Background: an optimization exercise with open tools, aiming at small area, a short achievable clock period and few clock cycles. Do not read the settings as production practice. The RTL was checked by simulation tests, not by an equivalence proof against the original design. No activity file was given, so power comes from the tool's default toggle rates.

===== design.v =====
package bra_pkg;
   localparam int MAX_BITS  = 1024;
   localparam int ROW_BITS  = 64;
   localparam int ROW_COUNT = MAX_BITS / ROW_BITS;
   localparam int ROW_W     = $clog2(ROW_COUNT);
   localparam int BPOS_W    = $clog2(ROW_BITS);
   localparam int CMD_W     = 3;
   localparam int IDX_W     = 10;
   localparam int CNT_W     = 11;
   localparam logic [CMD_W-1:0] CMD_MARK       = 3'd0;
   localparam logic [CMD_W-1:0] CMD_CLEAR      = 3'd1;
   localparam logic [CMD_W-1:0] CMD_TEST       = 3'd2;
   localparam logic [CMD_W-1:0] CMD_FIND_MARK  = 3'd3;
   localparam logic [CMD_W-1:0] CMD_FIND_FIRST = 3'd4;
   localparam logic [CMD_W-1:0] CMD_FIND_LAST  = 3'd5;
endpackage
module bra_prio #(
   parameter int WIDTH   = 64,
   parameter bit HIGHEST = 1'b0
) (
   input  logic [WIDTH-1:0]         vec,
   output logic                     any,
   output logic [$clog2(WIDTH)-1:0] pos
);
   localparam int PW = $clog2(WIDTH);
   always_comb begin
      logic          a [PW+1][WIDTH];
      logic [PW-1:0] p [PW+1][WIDTH];
      for (int i = 0; i < WIDTH; i++) begin
         a[0][i] = vec[i];
         p[0][i] = '0;
      end
      for (int k = 0; k < PW; k++) begin
         for (int i = 0; i < (WIDTH >> (k + 1)); i++) begin
            a[k+1][i] = a[k][2*i] | a[k][2*i+1];
            if (HIGHEST) begin
               p[k+1][i] = a[k][2*i+1] ? (p[k][2*i+1] | PW'(1 << k)) : p[k][2*i];
            end else begin
               p[k+1][i] = a[k][2*i] ? p[k][2*i] : (p[k][2*i+1] | PW'(1 << k));
            end
         end
         for (int i = (WIDTH >> (k + 1)); i < WIDTH; i++) begin
            a[k+1][i] = 1'b0;
            p[k+1][i] = '0;
         end
      end
      any = a[PW][0];
      pos = p[PW][0];
   end
endmodule
module bra_word_eval #(
   parameter int WIDTH = 64
) (
   input  logic [WIDTH-1:0] free_bits,
   input  logic [10:0]      run_len,
   output logic [WIDTH-1:0] win_end
);
   localparam int PW = $clog2(WIDTH);
   always_comb begin
      logic [WIDTH-1:0] g;
      logic [WIDTH-1:0] g_n;
      logic [WIDTH-1:0] acc;
      logic [WIDTH-1:0] acc_n;
      logic             acc_m1;
      g      = free_bits;
      acc    = '1;
      acc_m1 = 1'b1;
      for (int k = 0; k < PW; k++) begin
         for (int j = 0; j < WIDTH; j++) begin
            if (j - (1 << k) >= 0) begin
               g_n[j]   = g[j] & g[j - (1 << k)];
               acc_n[j] = g[j] & acc[j - (1 << k)];
            end else if (j - (1 << k) == -1) begin
               g_n[j]   = 1'b0;
               acc_n[j] = g[j] & acc_m1;
            end else begin
               g_n[j]   = 1'b0;
               acc_n[j] = 1'b0;
            end
         end
         if (run_len[k]) begin
            acc    = acc_n;
            acc_m1 = 1'b0;
         end
         g = g_n;
      end
      win_end = (run_len[10:PW] == '0) ? acc : '0;
   end
endmodule
import bra_pkg::*;
module bitmap_run_allocator
(
   input  logic              clock,
   input  logic              reset,
   input  logic              start,
   output logic              busy,
   input  logic [bra_pkg::CMD_W-1:0]  req_command,
   input  logic [bra_pkg::IDX_W-1:0]  req_bit_index,
   input  logic [bra_pkg::CNT_W-1:0]  req_run_length,
   output logic              rsp_strobe,
   output logic              rsp_found,
   output logic [bra_pkg::IDX_W-1:0]  rsp_result_index,
   output logic              rsp_bit_value,
   output logic [bra_pkg::CNT_W-1:0]  rsp_free_count,
   output logic              rsp_index_error,
   input  logic              csr_wr_en,
   input  logic [bra_pkg::CNT_W-1:0]  csr_wr_data
);
   localparam int RB = ROW_BITS;
   localparam int RC = ROW_COUNT;
   logic [MAX_BITS-1:0] map_ff;
   logic [RC-1:0]       full_ff;
   logic [RC-1:0]       pair_ff;
   logic [CNT_W-1:0]    nbits_ff;
   logic [CNT_W-1:0]    free_ff;
   logic                rst_q_ff;
   logic                init_ff;
   logic [ROW_W-1:0]    irow_ff;
   logic                busy_ff;
   logic                xv_ff;
   logic [CMD_W-1:0]    xcmd_ff;
   logic [IDX_W-1:0]    xidx_ff;
   logic [CNT_W-1:0]    xlen_ff;
   logic [ROW_W-1:0]    p_ff;
   logic [RC-1:0]       xsel_ff;
   logic [CNT_W-1:0]    c_ff;
   logic                qv_ff;
   logic [CMD_W-1:0]    qcmd_ff;
   logic [IDX_W-1:0]    qidx_ff;
   logic [CNT_W-1:0]    qlen_ff;
   logic                rv_ff;
   logic                rfound_ff;
   logic                rbval_ff;
   logic                rerr_ff;
   logic [CNT_W-1:0]    rfree_ff;
   logic [IDX_W-1:0]    rv_base_ff;
   logic [CNT_W-1:0]    rd_ff;
   logic                rsub_ff;
   logic                o_strobe_ff;
   logic                o_found_ff;
   logic [IDX_W-1:0]    o_index_ff;
   logic                o_bval_ff;
   logic [CNT_W-1:0]    o_free_ff;
   logic                o_err_ff;
   logic is_mark, is_clear, is_test, is_fm, is_first, is_last, is_run;
   assign is_mark  = xcmd_ff == CMD_MARK;
   assign is_clear = xcmd_ff == CMD_CLEAR;
   assign is_test  = xcmd_ff == CMD_TEST;
   assign is_fm    = xcmd_ff == CMD_FIND_MARK;
   assign is_first = xcmd_ff == CMD_FIND_FIRST;
   assign is_last  = xcmd_ff == CMD_FIND_LAST;
   assign is_run   = is_first | is_last;
   logic in_range, bad_len;
   assign in_range = {1'b0, xidx_ff} < nbits_ff;
   assign bad_len  = (xlen_ff == '0) || (xlen_ff > nbits_ff);
   logic             fm_found;
   logic [ROW_W-1:0] fm_row;
   logic [RC-1:0]    fm_oh;
   always_comb begin
      fm_found = 1'b0;
      fm_row   = '0;
      for (int r = RC - 1; r >= 0; r--) begin
         if (!full_ff[r]) begin
            fm_found = 1'b1;
            fm_row   = ROW_W'(r);
         end
      end
      for (int r = 0; r < RC; r++) begin
         logic below_full;
         below_full = 1'b1;
         for (int k = 0; k < r; k++) below_full = below_full & full_ff[k];
         fm_oh[r] = !full_ff[r] && below_full;
      end
   end
   logic [RC-1:0]    sel_oh;
   logic [RB-1:0]    row_eff;
   logic [RB-1:0]    row_free;
   always_comb begin
      sel_oh = is_fm ? fm_oh : xsel_ff;
      row_eff = '0;
      for (int r = 0; r < RC; r++) begin
         row_eff = row_eff | (map_ff[r*RB +: RB] & {RB{sel_oh[r]}});
      end
   end
   assign row_free = ~row_eff;
   logic             fz_any;
   logic [BPOS_W-1:0] fz_pos;
   logic [BPOS_W-1:0] bit_pos;
   logic [RB-1:0]    bit_oh;
   logic             bit_cur;
   bra_prio #(.WIDTH(RB), .HIGHEST(1'b0)) u_fz (
      .vec (row_free),
      .any (fz_any),
      .pos (fz_pos)
   );
   assign bit_pos = is_fm ? fz_pos : xidx_ff[BPOS_W-1:0];
   always_comb begin
      for (int b = 0; b < RB; b++) bit_oh[b] = bit_pos == BPOS_W'(b);
   end
   assign bit_cur = |(row_eff & bit_oh);
   logic [RB-1:0]    scan_free;
   logic [RB-1:0]    win_end;
   logic             win_any;
   logic [BPOS_W-1:0] win_pos;
   logic             top_used;
   logic [BPOS_W-1:0] top_used_pos;
   logic [CNT_W-1:0] thr;
   logic [RB-1:0]    thr_mask;
   logic             cross_hit;
   logic             all_free;
   logic [CNT_W-1:0] c_next;
   logic             scan_hit;
   always_comb begin
      for (int b = 0; b < RB; b++) scan_free[b] = is_last ? row_free[RB-1-b] : row_free[b];
   end
   bra_word_eval #(.WIDTH(RB)) u_eval (
      .free_bits (scan_free),
      .run_len   (xlen_ff),
      .win_end   (win_end)
   );
   bra_prio #(.WIDTH(RB), .HIGHEST(1'b0)) u_win (
      .vec (win_end),
      .any (win_any),
      .pos (win_pos)
   );
   bra_prio #(.WIDTH(RB), .HIGHEST(1'b1)) u_top (
      .vec (~scan_free),
      .any (top_used),
      .pos (top_used_pos)
   );
   assign thr = xlen_ff - c_ff;
   always_comb begin
      for (int b = 0; b < RB; b++) begin
         thr_mask[b] = thr[BPOS_W] ||
                       ((BPOS_W-3)'(b >> 3) <  thr[BPOS_W-1:3]) ||
                       ((BPOS_W-3)'(b >> 3) == thr[BPOS_W-1:3] && 3'(b & 7) < thr[2:0]);
      end
   end
   assign cross_hit = &(scan_free | ~thr_mask) &&
                      (thr[CNT_W-1:BPOS_W+1] == '0) && !(thr[BPOS_W] && thr[BPOS_W-1:0] != '0);
   assign all_free = !top_used;
   assign c_next   = all_free ? c_ff + CNT_W'(RB) : CNT_W'(RB - 1) - CNT_W'(top_used_pos);
   assign scan_hit = cross_hit | win_any;
   logic [RB-1:0]    pd_free;
   logic             pd_any;
   logic [RC-1:0]    pair_next;
   logic [RC-1:0]    bnd_rows;
   logic [RC-1:0]    bnd_fix;
   logic [RC-1:0]    cand;
   logic [ROW_W-1:0] next_row;
   logic             next_any;
   assign pd_free = (xv_ff && is_clear && in_range) ? (row_free | bit_oh) : row_free;
   assign pd_any  = |(pd_free[RB-2:0] & pd_free[RB-1:1]);
   always_comb begin
      for (int r = 0; r < RC; r++) begin
         pair_next[r] = (xv_ff && sel_oh[r]) ? pd_any : pair_ff[r];
      end
   end
   always_comb begin
      bnd_rows = '0;
      for (int r = 0; r < RC - 1; r++) begin
         if (!map_ff[r*RB + RB - 1] && !map_ff[(r+1)*RB]) begin
            bnd_rows[r]   = 1'b1;
            bnd_rows[r+1] = 1'b1;
         end
      end
   end
   assign cand = (xlen_ff == CNT_W'(1)) ? ~full_ff : (pair_ff | bnd_rows);
   always_comb begin
      next_any = 1'b0;
      next_row = '0;
      if (is_first) begin
         for (int r = RC - 1; r >= 0; r--) begin
            if (cand[r] && ROW_W'(r) > p_ff) begin
               next_any = 1'b1;
               next_row = ROW_W'(r);
            end
         end
      end else begin
         for (int r = 0; r < RC; r++) begin
            if (cand[r] && ROW_W'(r) < p_ff) begin
               next_any = 1'b1;
               next_row = ROW_W'(r);
            end
         end
      end
   end
   logic             x_done;
   logic             wr_any;
   logic [RC-1:0]    wr_row;
   logic [RB-1:0]    wdata;
   logic [CNT_W-1:0] free_next;
   logic             e_found, e_bval, e_err, e_sub;
   logic [IDX_W-1:0] e_base;
   logic [CNT_W-1:0] e_d;
   logic [RB-1:0]    init_pat;
   logic [RB-1:0]    n_therm;
   always_comb begin
      for (int b = 0; b < RB; b++) begin
         n_therm[b] = ((BPOS_W-3)'(b >> 3) >  nbits_ff[BPOS_W-1:3]) ||
                      ((BPOS_W-3)'(b >> 3) == nbits_ff[BPOS_W-1:3] && 3'(b & 7) >= nbits_ff[2:0]);
         init_pat[b] = ({1'b0, irow_ff} > nbits_ff[CNT_W-1:BPOS_W]) ||
                       ({1'b0, irow_ff} == nbits_ff[CNT_W-1:BPOS_W] && n_therm[b]);
      end
   end
   always_comb begin
      x_done    = 1'b1;
      wr_any    = 1'b0;
      free_next = free_ff;
      e_found   = 1'b0;
      e_bval    = 1'b0;
      e_err     = 1'b0;
      e_sub     = 1'b0;
      e_base    = '0;
      e_d       = '0;
      if (is_mark || is_clear || is_test) begin
         e_err = !in_range;
         if (in_range) begin
            if (is_test) e_bval = bit_cur;
            if (is_mark) begin
               wr_any = 1'b1;
               if (!bit_cur) free_next = free_ff - CNT_W'(1);
            end
            if (is_clear) begin
               wr_any = 1'b1;
               if (bit_cur) free_next = free_ff + CNT_W'(1);
            end
         end
      end else if (is_fm) begin
         if (fm_found) begin
            wr_any    = 1'b1;
            free_next = free_ff - CNT_W'(1);
            e_found   = 1'b1;
            e_base    = {fm_row, fz_pos};
         end
      end else if (is_run && !bad_len) begin
         x_done  = scan_hit | !next_any;
         e_found = scan_hit;
         e_sub   = is_first;
         if (cross_hit) begin
            e_base = {p_ff, is_last ? {BPOS_W{1'b1}} : {BPOS_W{1'b0}}};
            e_d    = c_ff;
         end else if (win_any) begin
            e_base = {p_ff, is_last ? ~win_pos : win_pos};
            e_d    = xlen_ff - CNT_W'(1);
         end
         if (!scan_hit) begin
            e_base = '0;
            e_d    = '0;
         end
      end
      x_done = x_done & xv_ff;
      wr_any = wr_any & xv_ff;
      if (rst_q_ff) begin
         wr_row = '1;
         wdata  = '0;
      end else if (init_ff) begin
         for (int r = 0; r < RC; r++) wr_row[r] = irow_ff == ROW_W'(r);
         wdata = init_pat;
      end else begin
         wr_row = wr_any ? sel_oh : '0;
         wdata  = is_clear ? (row_eff & ~bit_oh) : (row_eff | bit_oh);
      end
   end
   always_comb begin
      bnd_fix = '0;
      if (xv_ff && is_clear && in_range) begin
         for (int r = 0; r < RC; r++) begin
            if (sel_oh[r] && xidx_ff[BPOS_W-1:0] == '0 && r > 0) begin
               bnd_fix[r]   = 1'b1;
               bnd_fix[r-1] = 1'b1;
            end
            if (sel_oh[r] && xidx_ff[BPOS_W-1:0] == '1 && r < RC - 1) begin
               bnd_fix[r]   = 1'b1;
               bnd_fix[r+1] = 1'b1;
            end
         end
      end
   end
   logic accept;
   logic x_free;
   assign accept = start && !busy_ff;
   assign x_free = !xv_ff || x_done;
   logic [CMD_W-1:0] ld_cmd;
   logic [CNT_W-1:0] ld_len;
   logic [IDX_W-1:0] ld_idx;
   logic [RC-1:0]    ld_cand;
   logic [ROW_W-1:0] ld_row;
   assign ld_cmd = qv_ff ? qcmd_ff : req_command;
   assign ld_len = qv_ff ? qlen_ff : req_run_length;
   assign ld_idx = qv_ff ? qidx_ff : req_bit_index;
   always_comb begin
      logic [RC-1:0] clr_row;
      clr_row = (xv_ff && is_clear && in_range) ? sel_oh : '0;
      ld_cand = (ld_len == CNT_W'(1)) ? (~full_ff | clr_row) : (pair_next | bnd_rows | bnd_fix);
      if (ld_cmd == CMD_FIND_LAST) begin
         ld_row = '0;
         for (int r = 0; r < RC; r++) begin
            if (ld_cand[r]) ld_row = ROW_W'(r);
         end
      end else begin
         ld_row = ROW_W'(RC - 1);
         for (int r = RC - 1; r >= 0; r--) begin
            if (ld_cand[r]) ld_row = ROW_W'(r);
         end
      end
   end
   always_ff @(posedge clock) begin
      for (int r = 0; r < RC; r++) begin
         if (wr_row[r]) begin
            map_ff[r*RB +: RB] <= wdata;
         end
      end
   end
   always_ff @(posedge clock) begin
      if (reset) begin
         rst_q_ff    <= 1'b1;
         full_ff     <= '0;
         pair_ff     <= '1;
         nbits_ff    <= CNT_W'(MAX_BITS);
         free_ff     <= CNT_W'(MAX_BITS);
         init_ff     <= 1'b0;
         irow_ff     <= '0;
         busy_ff     <= 1'b0;
         xv_ff       <= 1'b0;
         qv_ff       <= 1'b0;
         rv_ff       <= 1'b0;
         o_strobe_ff <= 1'b0;
      end else begin
         rst_q_ff <= 1'b0;
         for (int r = 0; r < RC; r++) begin
            if (wr_row[r]) full_ff[r] <= &wdata;
         end
         if (rst_q_ff || init_ff) pair_ff <= '1;
         else                     pair_ff <= pair_next;
         if (xv_ff) free_ff <= free_next;
         if (csr_wr_en) begin
            if (csr_wr_data == '0)                    nbits_ff <= CNT_W'(1);
            else if (csr_wr_data > CNT_W'(MAX_BITS))  nbits_ff <= CNT_W'(MAX_BITS);
            else                                      nbits_ff <= csr_wr_data;
            if (csr_wr_data == '0)                    free_ff <= CNT_W'(1);
            else if (csr_wr_data > CNT_W'(MAX_BITS))  free_ff <= CNT_W'(MAX_BITS);
            else                                      free_ff <= csr_wr_data;
            init_ff <= 1'b1;
            irow_ff <= '0;
         end else if (init_ff) begin
            irow_ff <= irow_ff + ROW_W'(1);
            if (irow_ff == ROW_W'(RC - 1)) init_ff <= 1'b0;
         end
         if (x_free) begin
            xv_ff <= qv_ff || accept;
            qv_ff <= 1'b0;
         end else begin
            qv_ff <= qv_ff || accept;
         end
         if (csr_wr_en)    busy_ff <= 1'b1;
         else if (init_ff) busy_ff <= irow_ff != ROW_W'(RC - 1);
         else              busy_ff <= !x_free && (qv_ff || accept);
         rv_ff       <= x_done;
         o_strobe_ff <= rv_ff;
      end
   end
   always_ff @(posedge clock) begin
      if (x_free) begin
         xcmd_ff <= ld_cmd;
         xidx_ff <= ld_idx;
         xlen_ff <= ld_len;
         p_ff    <= ld_row;
         c_ff    <= '0;
         if (ld_cmd == CMD_FIND_FIRST || ld_cmd == CMD_FIND_LAST) begin
            for (int r = 0; r < RC; r++) xsel_ff[r] <= ld_row == ROW_W'(r);
         end else begin
            for (int r = 0; r < RC; r++) xsel_ff[r] <= ld_idx[BPOS_W +: ROW_W] == ROW_W'(r);
         end
      end else begin
         p_ff <= next_row;
         for (int r = 0; r < RC; r++) xsel_ff[r] <= next_row == ROW_W'(r);
         if (next_row == (is_first ? p_ff + ROW_W'(1) : p_ff - ROW_W'(1))) begin
            c_ff <= c_next;
         end else begin
            c_ff <= '0;
         end
      end
      if (!qv_ff) begin
         qcmd_ff <= req_command;
         qidx_ff <= req_bit_index;
         qlen_ff <= req_run_length;
      end
      rfound_ff  <= e_found;
      rbval_ff   <= e_bval;
      rerr_ff    <= e_err;
      rfree_ff   <= free_next;
      rv_base_ff <= e_base;
      rd_ff      <= e_d;
      rsub_ff    <= e_sub;
      o_found_ff <= rfound_ff;
      o_bval_ff  <= rbval_ff;
      o_err_ff   <= rerr_ff;
      o_free_ff  <= rfree_ff;
      o_index_ff <= rsub_ff ? rv_base_ff - IDX_W'(rd_ff) : rv_base_ff + IDX_W'(rd_ff);
   end
   assign busy             = busy_ff;
   assign rsp_strobe       = o_strobe_ff;
   assign rsp_found        = o_found_ff;
   assign rsp_result_index = o_index_ff;
   assign rsp_bit_value    = o_bval_ff;
   assign rsp_free_count   = o_free_ff;
   assign rsp_index_error  = o_err_ff;
endmodule

===== run.sh =====
#!/bin/bash
# synth_recipe.tcl (not shown) runs the flow's synth.tcl, then flattens the netlist and writes it again
# the make line also repeats each setting of config.mk as NAME=value (left out here)
make -C /OpenROAD-flow-scripts/flow DESIGN_CONFIG=/design/flow/config.mk WORK_HOME=/design/flow/orfs CLKGATE_MAP_FILE= SYNTH_SCRIPT=/design/flow/synth_recipe.tcl finish

===== config.mk =====
export PLATFORM = sky130hd
export DESIGN_NAME = bitmap_run_allocator
export DESIGN_NICKNAME = bitmap_run_allocator
export VERILOG_FILES = /design/flow/design.v
export SDC_FILE = /design/flow/constraint.sdc
export NUM_CORES = 4
export LEC_CHECK = 0
export ABC_AREA = 1
export CAP_MARGIN = 20
export CORE_MARGIN = 2
export CORE_UTILIZATION = 30
export SLEW_MARGIN = 20

===== constraint.sdc =====
create_clock -name core_clock -period 11.0 [get_ports {clock}]
set_input_delay 2.2000 -clock core_clock [delete_from_list [all_inputs] [get_ports {clock}]]
set_output_delay 2.2000 -clock core_clock [all_outputs]
set_load 0.01 [all_outputs]

==> impl_metrics.tcl <==
set metrics [dict create \
    core_um2 215000 \
    end_kind "flip-flop" \
    dp_hpwl_um 199000 \
    max_cap_viol_count 0 \
    synthFlopType "edfxtp_1" \
    status "complete, no violations" \
    numCtsBuffers 134 \
    start_util 0.302 \
    slew_violations 0 \
    synth_edf_count 1048 \
    root_buffer "clkbuf_16" \
    rows 170 \
    io_pins 65 \
    power_density_nw_per_um2 196 \
    drt_first_pass_iters 6 \
    setup_viol 0 \
    reg2reg_to "xsel_ff[1]" \
    drt_iter0_drc 7603 \
    synthArstFlopShare 0 \
    fp.dieH_um 469 \
    min_from "rfree_ff[3]" \
    setup_ws_ns 1.96 \
    grt_max_degree 71 \
    grt_util_met3 0.0371 \
    clockBufferDepth 3 \
    portBuffers 64 \
    track_usage 0.253 \
    peakVddDrop_mv 0.161 \
    cp_common_cell "nand2_1" \
    fin_nets 7974 \
    postSynthCellCount 7801 \
    min_path_cells 0 \
    hold_viol 0 \
    use_met1 0.354 \
    clock_sinks 1227 \
    min_path_type "reg -> reg" \
    first_global_vias 54500 \
    p_leak_nw 30.0 \
    area_growth_pct 13.5 \
    rsz0062_at_grt "no" \
    design_area_um2 73600 \
    vias 57900 \
    cp.required_ns 11.71 \
    busiest_layer "met2" \
    cp_slowest_cell "nor2_1" \
    fillers 22000 \
    dp_slack_ns 2.16 \
    drive_above_1_share 0.0628 \
    die_x_um 469 \
    multiInputGateArea_um2 25300 \
    crit_type "reg -> reg" \
    crit_path_start_kind "flip-flop" \
    period_share 0.822 \
    worstMarginPinSlew_ns 1.21 \
    power_mw 14.4 \
    path_clk_slew_ns 0.06 \
    ctsResizeCount 0 \
    wirelength_um 285000 \
    ff2ff_path_depth 54 \
    syn_nets 7900 \
    die-area_um2 220000 \
    clk_latency_ns 0.84 \
    cp_max_fo 28 \
    cts_setup_buffers 0 \
    grt_use_met2 0.399 \
    gp_congestion 1.04 \
    seqCellArea_um2 35100 \
    via_per_inst 5.35 \
    skew_ns 0.0764 \
    placed_area_um2 69100 \
    holdPathEnd "o_free_ff[3]" \
    cp.arrival_ns 9.76 \
    slew_headroom 0.191 \
    rr_startpoint "xcmd_ff[1]" \
    grt_pass1_wl_um 400000 \
    antenna_found_initial 5 \
    wire_per_inst_um 26.3 \
    drc 0 \
    cp_slowest_stage_delay_ns 0.81 \
    avgSynthCellArea_um2 8.31 \
    tns_ns 0 \
    ctsHoldBuffers 0 \
    ys_seq_area_frac 0.541 \
    cts_tree "built" \
    max_freq_ghz 0.111 \
    ant_nets 0 \
    yosysWarnings 16 \
    h-tree-depth 4 \
    gr-total-overflow 0 \
    min_period_ns 9.04 \
    rrSetupSlack_ns 1.96 \
    yosys_register_bits 1227 \
    synth.distinct_cells 75 \
    syn_area_um2 64800 \
]
worst max-delay path by stage:
stage | start | to
3_3_place_gp | xcmd_ff[1] | free_ff[5]
3_5_place_dp | xcmd_ff[1] | xsel_ff[11]
6_report | xcmd_ff[1] | xsel_ff[1]
4_1_cts | xcmd_ff[1] | xsel_ff[1]
5_1_grt | xcmd_ff[1] | xsel_ff[6]
2_1_floorplan | xlen_ff[0] | rv_base_ff[3]
critical path, delay by kind of cell, from the launching register on:
family | cells | cell delay, ns
AND/OR/NAND/NOR | 48 | 6.42
flip-flops | 1 | 0.58
AO/OA/AOI/OAI | 2 | 0.71
buffers and inverters | 4 | 1.21
flip-flops by register name (all words and copies together) (netlist names), 16 cells and up:
signal and flops:
xsel_ff 16, full_ff 16, pair_ff 16, map_ff 1024
cell usage after synthesis, drive strengths merged (10+ instances only):
master,number,share of area
or2,27,0.0026
clkinv,10,0.00058
o2111ai,10,0.0014
o221ai,32,0.0043
nand3,440,0.035
o21ai,526,0.041
o22ai,80,0.0077
clkbuf,136,0.0079
nand4,119,0.012
o31ai,46,0.0053
a31oi,42,0.0042
o32ai,10,0.0015
ha,58,0.011
nand2,2396,0.14
nor3,71,0.0055
o211ai,56,0.0065
a221oi,18,0.0024
a211oi,15,0.0017
inv,890,0.052
a221o,14,0.0022
edfxtp,1048,0.49
nand3b,14,0.0016
xor2,42,0.0057
buf,142,0.013
a21oi,233,0.018
nor4,28,0.0028
nor2,1036,0.062
dfxtp,179,0.055
per-layer routing:
metal	up-vias	routed length (µm)
met5	-	17
met4	2	10600
met3	450	25100
met2	3055	127000
met1	28200	122000
li1	26200	-
logic make-up after synthesis:
logic type	count (synthesis)	synth area share
AOI/OAI and AO/OA	1135	0.104
xor gates and xnor gates	49	0.00662
adders and majority gates	60	0.0118
buffers and inverters	1178	0.0731
DFF	1227	0.541
muxes	7	0.00108
and+or+nand+nor	4145	0.263
report_power, final:
part           switching (mW)  leakage [nW]  internal [mW]
sequential              0.195          12.1           5.94
combinational            2.97          15.8          0.822
clock                    2.00          2.08           2.50
total                    5.17          30.0           9.25
per-stage QoR:
| stage | util | std cells | hold WS (ns) |
|---|---|---|---|
| global placement | 0.322 | 10600 | 0.312 |
| finish | 0.343 | 10800 | 0.325 |
| floorplan | - | 7801 | 0.310 |
| global route | 0.343 | 10800 | 0.326 |
| detailed placement | 0.322 | 10600 | 0.312 |
| CTS | 0.343 | 10800 | 0.325 |
area by class of cell:
cell class | instances | area share
Sequential cell | 1227 | 0.477
Multi-Input combinational cell | 5396 | 0.343
Tap cell | 2838 | 0.0483
Clock buffer | 168 | 0.0476
Inverter | 900 | 0.0459
Timing Repair Buffer | 216 | 0.0260
Clock inverter | 70 | 0.0122
Antenna cell | 4 | 0.000136
placed cells by master (no fill, tap or decap), types with 24 or more instances in the layout:
cell / n
a31oi_1: 41
buf_4: 142
inv_2: 29
a21oi_1: 228
nand2_1: 2364
xor2_1: 42
clkdlybuf4s50_1: 64
edfxtp_1: 1048
dfxtp_1: 179
nor3_1: 69
clkinv_1: 33
nand3_1: 430
clkbuf_1: 32
clkbuf_16: 134
o22ai_1: 80
ha_1: 58
o21ai_1: 28
o21ai_0: 485
nor2_2: 24
inv_1: 861
nor2_1: 1005
or2_2: 25
nor4_1: 26
o211ai_1: 56
o31ai_1: 46
o221ai_1: 32
nand4_1: 116
Testbench counts, summed over its fixed seeds: cycles 25,833.

## re-timing with driven ports
The flow's constraints put no driver on any port. The routed layout listed below was extracted and timed again, unchanged, in two steps.
Step 1: set_driving_cell puts a clkbuf_16 on clock and a buf_2 on each other input, an assumption about the parent block.
Step 2, shift: input delay + t, output delay - t, t = (earliest + latest rising clock arrival at the registers) / 2. This alone moves slack from input paths to output paths.
a / b / c = no drivers / after step 1 / after step 2; a / b = the first two.
t (ns): 0.899
setup WS [ns]: 1.957 / 1.957 / 1.957
slew at the worst register clock pin (ns): 0.07 / 0.07
After both steps setup and hold are still met in this run. The setup slack of this run moves by 0.000 ns with the drivers and by 0.000 ns with both steps.
